This design comes from an exercise in tuning for small area and a short achievable clock period on the open sky130 flow, not from production work. Function was checked by simulation only, so behaviour that the tests miss may differ from the original. Power is estimated from default activity; no workload was simulated.

// hansen_icache
module hansen_icache #(
    parameter int LINES      = 16,
    parameter int WORDS      = 4,
    parameter int MISS_CNT_W = 16
) (
    input  logic                  clk,
    input  logic                  reset_n,
    input  logic [31:0]           cpu_addr,
    output logic [31:0]           cpu_rdata,
    output logic                  cpu_hit,
    output logic                  cpu_stall,
    input  logic                  flush,
    output logic                  mem_req,
    output logic [31:0]           mem_addr,
    input  logic                  mem_ack,
    input  logic                  mem_rvalid,
    input  logic [31:0]           mem_rdata,
    output logic [MISS_CNT_W-1:0] miss_count
);
Size: ~4800 cells after synthesis, ~2500 flip-flops, roughly 150 I/O pins, roughly 92000 um^2 of cells after synthesis.
export LEC_CHECK = 0
export CAP_MARGIN = 20
export CORE_MARGIN = 2
export CORE_UTILIZATION = 60
export CTS_BUF_LIST = sky130_fd_sc_hd__clkbuf_16
export CTS_CLUSTER_DIAMETER = 60
export CTS_CLUSTER_SIZE = 24
export PLACE_DENSITY = 0.75
export SETUP_SLACK_MARGIN = 2.0
export SLEW_MARGIN = 20
export SYNTH_HIERARCHICAL = 1
export SYNTH_MINIMUM_KEEP_SIZE = 0
create_clock -name core_clock -period 5.5 [get_ports {clk}]
standard.sh (not shown) runs the stock make flow with config.mk's settings and CLKGATE_MAP_FILE= SYNTH_SCRIPT=/design/flow/synth_recipe.tcl, a recipe that flattens the netlist after the stock synthesis.
==> flow/flow/run.sh <==
#!/bin/bash
# Layout flow: the standard ORFS flow (standard.sh: its synthesis, floorplan, power grid and
# tap cells unchanged) with two settings it does not expose:
#  - clock tree synthesis clusters up to 24 flip-flops per clkbuf_16 leaf and adds no dummy
#    balancing loads;
#  - every input and output port gets a buf_2 port buffer (the resizer still upsizes the ones
#    on critical paths) instead of the default delay-cell-sized buffer.
# make's full output goes to flow_make.log here; each ORFS step also keeps its own log under
# orfs/logs/.
set -euo pipefail
CTS="-sink_clustering_enable -repair_clock_nets -sink_clustering_size 24"
CTS="$CTS -sink_clustering_max_diameter 60 -buf_list sky130_fd_sc_hd__clkbuf_16 -dont_use_dummy_load"
bash standard.sh "CTS_ARGS=$CTS" "BUFFER_PORTS_ARGS=-buffer_cell sky130_fd_sc_hd__buf_2" finish \
    > flow_make.log 2>&1
The first run completed, yet does not pass: max-capacitance violations, max-slew violations.
Rerun with:
--- a/flow/flow/run.sh
+++ b/flow/flow/run.sh
@@ -4 +4 @@
-#  - clock tree synthesis clusters up to 24 flip-flops per clkbuf_16 leaf and adds no dummy
+#  - clock tree synthesis clusters up to 30 flip-flops per clkbuf_16 leaf and adds no dummy
@@ -11 +11 @@
-CTS="-sink_clustering_enable -repair_clock_nets -sink_clustering_size 24"
+CTS="-sink_clustering_enable -repair_clock_nets -sink_clustering_size 30"
Settings changed: CAP_MARGIN 20 to 30, CTS_BUF_LIST sky130_fd_sc_hd__clkbuf_16 to default, CTS_CLUSTER_DIAMETER 60 to default, CTS_CLUSTER_SIZE 24 to default, SETUP_SLACK_MARGIN 2.0 to 3.0, SLEW_MARGIN 20 to 30.
Result: The new run completed with no timing, DRC or antenna violations. Hold slack degrades by 100 ps. Register-to-register slack improved by 630 ps. Cell count went up by a few percent. Maximum frequency hardly moves. Sequential power goes down slightly. Wire length came out higher by roughly a tenth. Final area climbs by a few percent. Worst setup slack gets worse by 6.1 ps. Combinational power goes up by well over a third. Via count goes up by a few percent. Sequential share of layout area goes down by 2.3 points.
Rerun with:
--- a/flow/flow/run.sh
+++ b/flow/flow/run.sh
@@ -4 +4 @@
-#  - clock tree synthesis clusters up to 30 flip-flops per clkbuf_16 leaf and adds no dummy
+#  - clock tree synthesis clusters up to 24 flip-flops per clkbuf_16 leaf and adds no dummy
@@ -11 +11 @@
-CTS="-sink_clustering_enable -repair_clock_nets -sink_clustering_size 30"
+CTS="-sink_clustering_enable -repair_clock_nets -sink_clustering_size 24"
Settings changed: SETUP_SLACK_MARGIN 3.0 to 2.0.
Result:
- The changed run ran to the end with no violations
- routed wire length is lower by roughly a tenth
- count of clock-buffer cells in the layout grows by 7
- first-iteration DRC count shrinks by about a fifth
- clock skew decreases by 17 ps

[what the ideal ports hide]
The flow's constraints put no driver on any port. The routed layouts listed below were extracted and timed again, unchanged, in two steps. Step 1 sets driving cells, clkbuf_16 on the clock port and buf_2 on the other inputs (assumed; they add their load-dependent delay and slew). Step 2, shift: input delay + t, output delay - t, t = (earliest + latest rising clock arrival at the registers) / 2. This alone moves slack from input paths to output paths. Three values: ideal, step 1, step 2; two values: the first two.
run | t, ns | setup slack, ns | worst setup path after step 2 | worst data-port slew with drivers (ns)
the first run | 0.861 | 1.186 / 0.859 / 0.859 | input to output | 0.42
the second run | 0.853 | 1.180 / 0.792 / 0.792 | input to output | 0.50
the third run | 0.850 | 1.155 / 0.848 / 0.848 | input to output | 0.36
For the second run, which loses most, drivers alone change the setup slack by -0.388 ns; drivers and shift together by -0.388 ns.
